Context: an optimization exercise on an open-source flow, tuned for small area, a short achievable clock period and few clock cycles per item. The choices shown serve that exercise and are no tape-out recipe.
In this exercise RTL edits were held to simulation tests only and were not proved equivalent to the original.

==> run G: inputs <==
==> flow/design.v <==
package t2s_seq_pkg;
  localparam int LANES  = 32;
  localparam int COEF_W = 16;
  function automatic [2:0] clamp_log2size(input [2:0] l2);
    if (l2 < 3'd2)      clamp_log2size = 3'd2;
    else if (l2 > 3'd5) clamp_log2size = 3'd5;
    else                clamp_log2size = l2;
  endfunction
  function automatic [5:0] job_cfg(input [2:0] l2, input [2:0] st);
    logic [2:0] l;
    l = clamp_log2size(l2);
    job_cfg = 6'd0;
    case (l)
      3'd3: job_cfg[0] = (st != 3'd0);
      3'd4: begin
        job_cfg[1] = (st == 3'd1);
        job_cfg[2] = (st >= 3'd2);
      end
      3'd5: begin
        job_cfg[3] = (st == 3'd1);
        job_cfg[4] = (st == 3'd2);
        job_cfg[5] = (st >= 3'd3);
      end
      default: ;
    endcase
  endfunction
endpackage
module t2s_perm_pass
#(
  parameter int WIDTH = 16
) (
  input  logic [t2s_seq_pkg::LANES-1:0][WIDTH-1:0] i_vec,
  input  logic [5:0]                               i_cfg,
  output logic [t2s_seq_pkg::LANES-1:0][WIDTH-1:0] o_vec
);
  logic c_id;
  assign c_id = ~|i_cfg;
  assign o_vec[0] = i_vec[0];
  assign o_vec[1] = i_vec[1];
  wire s1_0 = c_id;
  wire s1_1 = i_cfg[0] | i_cfg[5];
  wire s1_2 = i_cfg[2];
  wire s1_3 = i_cfg[1];
  wire s1_4 = i_cfg[4];
  wire s1_5 = i_cfg[3];
  assign o_vec[2] = ({WIDTH{s1_0}} & i_vec[2]) | ({WIDTH{s1_1}} & i_vec[6]) | ({WIDTH{s1_2}} & i_vec[12]) | ({WIDTH{s1_3}} & i_vec[14]) | ({WIDTH{s1_4}} & i_vec[24]) | ({WIDTH{s1_5}} & i_vec[30]);
  assign o_vec[3] = ({WIDTH{s1_0}} & i_vec[3]) | ({WIDTH{s1_1}} & i_vec[7]) | ({WIDTH{s1_2}} & i_vec[13]) | ({WIDTH{s1_3}} & i_vec[15]) | ({WIDTH{s1_4}} & i_vec[25]) | ({WIDTH{s1_5}} & i_vec[31]);
  wire s2_0 = i_cfg[0] | i_cfg[1] | i_cfg[3];
  wire s2_1 = c_id;
  wire s2_2 = i_cfg[2];
  wire s2_3 = i_cfg[5];
  wire s2_4 = i_cfg[4];
  assign o_vec[4] = ({WIDTH{s2_0}} & i_vec[2]) | ({WIDTH{s2_1}} & i_vec[4]) | ({WIDTH{s2_2}} & i_vec[14]) | ({WIDTH{s2_3}} & i_vec[24]) | ({WIDTH{s2_4}} & i_vec[30]);
  assign o_vec[5] = ({WIDTH{s2_0}} & i_vec[3]) | ({WIDTH{s2_1}} & i_vec[5]) | ({WIDTH{s2_2}} & i_vec[15]) | ({WIDTH{s2_3}} & i_vec[25]) | ({WIDTH{s2_4}} & i_vec[31]);
  wire s3_0 = i_cfg[2];
  wire s3_1 = i_cfg[0];
  wire s3_2 = c_id | i_cfg[4];
  wire s3_3 = i_cfg[1];
  wire s3_4 = i_cfg[3];
  wire s3_5 = i_cfg[5];
  assign o_vec[6] = ({WIDTH{s3_0}} & i_vec[2]) | ({WIDTH{s3_1}} & i_vec[4]) | ({WIDTH{s3_2}} & i_vec[6]) | ({WIDTH{s3_3}} & i_vec[12]) | ({WIDTH{s3_4}} & i_vec[28]) | ({WIDTH{s3_5}} & i_vec[30]);
  assign o_vec[7] = ({WIDTH{s3_0}} & i_vec[3]) | ({WIDTH{s3_1}} & i_vec[5]) | ({WIDTH{s3_2}} & i_vec[7]) | ({WIDTH{s3_3}} & i_vec[13]) | ({WIDTH{s3_4}} & i_vec[29]) | ({WIDTH{s3_5}} & i_vec[31]);
  wire s4_0 = i_cfg[4] | i_cfg[5];
  wire s4_1 = i_cfg[1] | i_cfg[2] | i_cfg[3];
  wire s4_2 = c_id | i_cfg[0];
  assign o_vec[8] = ({WIDTH{s4_0}} & i_vec[2]) | ({WIDTH{s4_1}} & i_vec[4]) | ({WIDTH{s4_2}} & i_vec[8]);
  assign o_vec[9] = ({WIDTH{s4_0}} & i_vec[3]) | ({WIDTH{s4_1}} & i_vec[5]) | ({WIDTH{s4_2}} & i_vec[9]);
  wire s5_0 = i_cfg[5];
  wire s5_1 = i_cfg[2];
  wire s5_2 = c_id | i_cfg[0] | i_cfg[1];
  wire s5_3 = i_cfg[3] | i_cfg[4];
  assign o_vec[10] = ({WIDTH{s5_0}} & i_vec[4]) | ({WIDTH{s5_1}} & i_vec[8]) | ({WIDTH{s5_2}} & i_vec[10]) | ({WIDTH{s5_3}} & i_vec[26]);
  assign o_vec[11] = ({WIDTH{s5_0}} & i_vec[5]) | ({WIDTH{s5_1}} & i_vec[9]) | ({WIDTH{s5_2}} & i_vec[11]) | ({WIDTH{s5_3}} & i_vec[27]);
  wire s6_0 = i_cfg[1] | i_cfg[3];
  wire s6_1 = i_cfg[2];
  wire s6_2 = c_id | i_cfg[0];
  wire s6_3 = i_cfg[5];
  wire s6_4 = i_cfg[4];
  assign o_vec[12] = ({WIDTH{s6_0}} & i_vec[6]) | ({WIDTH{s6_1}} & i_vec[10]) | ({WIDTH{s6_2}} & i_vec[12]) | ({WIDTH{s6_3}} & i_vec[26]) | ({WIDTH{s6_4}} & i_vec[28]);
  assign o_vec[13] = ({WIDTH{s6_0}} & i_vec[7]) | ({WIDTH{s6_1}} & i_vec[11]) | ({WIDTH{s6_2}} & i_vec[13]) | ({WIDTH{s6_3}} & i_vec[27]) | ({WIDTH{s6_4}} & i_vec[29]);
  wire s7_0 = i_cfg[4];
  wire s7_1 = i_cfg[2];
  wire s7_2 = i_cfg[1];
  wire s7_3 = c_id | i_cfg[0];
  wire s7_4 = i_cfg[3];
  wire s7_5 = i_cfg[5];
  assign o_vec[14] = ({WIDTH{s7_0}} & i_vec[4]) | ({WIDTH{s7_1}} & i_vec[6]) | ({WIDTH{s7_2}} & i_vec[8]) | ({WIDTH{s7_3}} & i_vec[14]) | ({WIDTH{s7_4}} & i_vec[24]) | ({WIDTH{s7_5}} & i_vec[28]);
  assign o_vec[15] = ({WIDTH{s7_0}} & i_vec[5]) | ({WIDTH{s7_1}} & i_vec[7]) | ({WIDTH{s7_2}} & i_vec[9]) | ({WIDTH{s7_3}} & i_vec[15]) | ({WIDTH{s7_4}} & i_vec[25]) | ({WIDTH{s7_5}} & i_vec[29]);
  wire s8_0 = i_cfg[3] | i_cfg[4] | i_cfg[5];
  wire s8_1 = c_id | i_cfg[0] | i_cfg[1] | i_cfg[2];
  assign o_vec[16] = ({WIDTH{s8_0}} & i_vec[8]) | ({WIDTH{s8_1}} & i_vec[16]);
  assign o_vec[17] = ({WIDTH{s8_0}} & i_vec[9]) | ({WIDTH{s8_1}} & i_vec[17]);
  wire s9_0 = i_cfg[5];
  wire s9_1 = i_cfg[4];
  wire s9_2 = c_id | i_cfg[0] | i_cfg[1] | i_cfg[2];
  wire s9_3 = i_cfg[3];
  assign o_vec[18] = ({WIDTH{s9_0}} & i_vec[14]) | ({WIDTH{s9_1}} & i_vec[16]) | ({WIDTH{s9_2}} & i_vec[18]) | ({WIDTH{s9_3}} & i_vec[22]);
  assign o_vec[19] = ({WIDTH{s9_0}} & i_vec[15]) | ({WIDTH{s9_1}} & i_vec[17]) | ({WIDTH{s9_2}} & i_vec[19]) | ({WIDTH{s9_3}} & i_vec[23]);
  wire s10_0 = i_cfg[3];
  wire s10_1 = i_cfg[5];
  wire s10_2 = c_id | i_cfg[0] | i_cfg[1] | i_cfg[2];
  wire s10_3 = i_cfg[4];
  assign o_vec[20] = ({WIDTH{s10_0}} & i_vec[10]) | ({WIDTH{s10_1}} & i_vec[16]) | ({WIDTH{s10_2}} & i_vec[20]) | ({WIDTH{s10_3}} & i_vec[22]);
  assign o_vec[21] = ({WIDTH{s10_0}} & i_vec[11]) | ({WIDTH{s10_1}} & i_vec[17]) | ({WIDTH{s10_2}} & i_vec[21]) | ({WIDTH{s10_3}} & i_vec[23]);
  wire s11_0 = i_cfg[4];
  wire s11_1 = i_cfg[3];
  wire s11_2 = c_id | i_cfg[0] | i_cfg[1] | i_cfg[2] | i_cfg[5];
  assign o_vec[22] = ({WIDTH{s11_0}} & i_vec[14]) | ({WIDTH{s11_1}} & i_vec[20]) | ({WIDTH{s11_2}} & i_vec[22]);
  assign o_vec[23] = ({WIDTH{s11_0}} & i_vec[15]) | ({WIDTH{s11_1}} & i_vec[21]) | ({WIDTH{s11_2}} & i_vec[23]);
  wire s12_0 = i_cfg[4] | i_cfg[5];
  wire s12_1 = i_cfg[3];
  wire s12_2 = c_id | i_cfg[0] | i_cfg[1] | i_cfg[2];
  assign o_vec[24] = ({WIDTH{s12_0}} & i_vec[10]) | ({WIDTH{s12_1}} & i_vec[12]) | ({WIDTH{s12_2}} & i_vec[24]);
  assign o_vec[25] = ({WIDTH{s12_0}} & i_vec[11]) | ({WIDTH{s12_1}} & i_vec[13]) | ({WIDTH{s12_2}} & i_vec[25]);
  wire s13_0 = i_cfg[5];
  wire s13_1 = i_cfg[3] | i_cfg[4];
  wire s13_2 = c_id | i_cfg[0] | i_cfg[1] | i_cfg[2];
  assign o_vec[26] = ({WIDTH{s13_0}} & i_vec[12]) | ({WIDTH{s13_1}} & i_vec[18]) | ({WIDTH{s13_2}} & i_vec[26]);
  assign o_vec[27] = ({WIDTH{s13_0}} & i_vec[13]) | ({WIDTH{s13_1}} & i_vec[19]) | ({WIDTH{s13_2}} & i_vec[27]);
  wire s14_0 = i_cfg[3];
  wire s14_1 = i_cfg[5];
  wire s14_2 = i_cfg[4];
  wire s14_3 = c_id | i_cfg[0] | i_cfg[1] | i_cfg[2];
  assign o_vec[28] = ({WIDTH{s14_0}} & i_vec[14]) | ({WIDTH{s14_1}} & i_vec[18]) | ({WIDTH{s14_2}} & i_vec[20]) | ({WIDTH{s14_3}} & i_vec[28]);
  assign o_vec[29] = ({WIDTH{s14_0}} & i_vec[15]) | ({WIDTH{s14_1}} & i_vec[19]) | ({WIDTH{s14_2}} & i_vec[21]) | ({WIDTH{s14_3}} & i_vec[29]);
  wire s15_0 = i_cfg[4];
  wire s15_1 = i_cfg[3];
  wire s15_2 = i_cfg[5];
  wire s15_3 = c_id | i_cfg[0] | i_cfg[1] | i_cfg[2];
  assign o_vec[30] = ({WIDTH{s15_0}} & i_vec[12]) | ({WIDTH{s15_1}} & i_vec[16]) | ({WIDTH{s15_2}} & i_vec[20]) | ({WIDTH{s15_3}} & i_vec[30]);
  assign o_vec[31] = ({WIDTH{s15_0}} & i_vec[13]) | ({WIDTH{s15_1}} & i_vec[17]) | ({WIDTH{s15_2}} & i_vec[21]) | ({WIDTH{s15_3}} & i_vec[31]);
endmodule
module t2s_pass_sequencer
#(
  parameter int WIDTH = 16,
  parameter int NREQ  = 2,
  localparam int LANES = t2s_seq_pkg::LANES,
  localparam int IDW   = (NREQ > 1) ? $clog2(NREQ) : 1
) (
  input  logic                             clk,
  input  logic                             rst,
  input  logic [NREQ-1:0]                  req_valid,
  output logic [NREQ-1:0]                  req_ready,
  input  logic [NREQ-1:0][LANES-1:0][WIDTH-1:0] req_vec,
  input  logic [NREQ-1:0][2:0]             req_log2size,
  input  logic [NREQ-1:0][2:0]             req_stages,
  output logic                             out_valid,
  input  logic                             out_ready,
  output logic [LANES-1:0][WIDTH-1:0]      out_vec,
  output logic [IDW-1:0]                   out_src,
  output logic                             busy
);
  logic [LANES-1:0][WIDTH-1:0] r_work;
  logic [5:0]                  r_cfg;
  logic                        r_id;
  logic                        r_rr;
  logic                        r_valid;
  logic                        w_free;
  logic                        w_sel1;
  logic                        w_accept;
  assign w_free = ~r_valid | out_ready;
  assign w_sel1 = r_rr ? req_valid[1] : ~req_valid[0];
  assign w_accept = ~rst & w_free & (req_valid[0] | req_valid[1]);
  assign req_ready[0] = ~rst & w_free & (~r_rr | ~req_valid[1]);
  assign req_ready[1] = ~rst & w_free & ( r_rr | ~req_valid[0]);
  always_ff @(posedge clk) begin
    if (w_free) begin
      r_work <= w_sel1 ? req_vec[1] : req_vec[0];
      r_cfg  <= w_sel1 ? t2s_seq_pkg::job_cfg(req_log2size[1], req_stages[1])
                       : t2s_seq_pkg::job_cfg(req_log2size[0], req_stages[0]);
      r_id   <= w_sel1;
    end
  end
  always_ff @(posedge clk) begin
    if (rst) begin
      r_valid <= 1'b0;
      r_rr    <= 1'b0;
    end else begin
      r_valid <= w_accept | (r_valid & ~out_ready);
      if (w_accept) r_rr <= ~w_sel1;
    end
  end
  t2s_perm_pass #(.WIDTH(WIDTH)) u_pass (
    .i_vec (r_work),
    .i_cfg (r_cfg),
    .o_vec (out_vec)
  );
  assign out_valid = r_valid;
  assign out_src   = r_id;
  assign busy      = r_valid;
endmodule
==> flow/run.sh <==
#!/bin/bash
# synth_recipe.tcl (not shown) runs the flow's synth.tcl, then flattens the netlist and writes it again
# the make line also repeats each setting of config.mk as NAME=value (left out here)
make -C /OpenROAD-flow-scripts/flow DESIGN_CONFIG=/design/flow/config.mk WORK_HOME=/design/flow/orfs CLKGATE_MAP_FILE= SYNTH_SCRIPT=/design/flow/synth_recipe.tcl finish
==> flow/config.mk <==
export PLATFORM = sky130hd
export DESIGN_NAME = t2s_pass_sequencer
export DESIGN_NICKNAME = t2s_pass_sequencer
export VERILOG_FILES = /design/flow/design.v
export SDC_FILE = /design/flow/constraint.sdc
export NUM_CORES = 4
export LEC_CHECK = 0
export CAP_MARGIN = 20
export CORE_AREA = 2 2 448 448
export DIE_AREA = 0 0 450 450
export SLEW_MARGIN = 20
==> flow/constraint.sdc <==
create_clock -name core_clock -period 8.0 [get_ports {clk}]
set_input_delay 1.6000 -clock core_clock [delete_from_list [all_inputs] [get_ports {clk}]]
set_output_delay 1.6000 -clock core_clock [all_outputs]
set_load 0.01 [all_outputs]
==> run Y: changes against run G <==
--- a/flow/config.mk
+++ b/flow/config.mk
@@ -8,4 +8,4 @@
 export CAP_MARGIN = 20
-export CORE_AREA = 2 2 448 448
-export DIE_AREA = 0 0 450 450
+export CORE_MARGIN = 2
+export CORE_UTILIZATION = 20
 export SLEW_MARGIN = 20
==> notes <==
- Run Y failed in I/O pin placement (3_2_place_iop) with PPL-0024. Run G finished with timing, DRC and antenna clean.
- Synthesized cell count is the same in run Y and run G.
- Area after synthesis is the same in run Y and run G.
Testbench counts of run G, summed over its fixed seeds: cycles 1,032, jobs 1,024.
Testbench counts of run Y, summed over its fixed seeds: cycles 1,032, jobs 1,024.

afterwards: timing with drivers on the ports:
In the flow no input, the clock included, has a driving cell. The finished layout below was timed again as built, in two steps.
Step 1 (the two cells are an assumption about what drives the block):
set clk [get_ports {clk}]
set_driving_cell -lib_cell sky130_fd_sc_hd__clkbuf_16 $clk
set_driving_cell -lib_cell sky130_fd_sc_hd__buf_2 [delete_from_list [all_inputs] $clk]
Step 2 adds t to the input delays and takes it off the output delays; t is the mean of the earliest and latest rising clock arrival at the registers after step 1. Input paths then give back, and output paths get back, about the clock's delay inside the block.
Three values: no drivers, after step 1, after step 2; two values: the first two.
run: run G
t, ns: 0.786
setup WS [ns]: 1.482 / 1.391 / 2.176
worst setup path at the end: register to output
worst register clock-pin slew, ns: 0.07 / 0.07
worst slew at a driven data input, ns: 0.33
After both steps setup and hold are still met in run G. For run G, drivers alone change the setup slack by -0.091 ns; drivers and shift together by +0.694 ns.
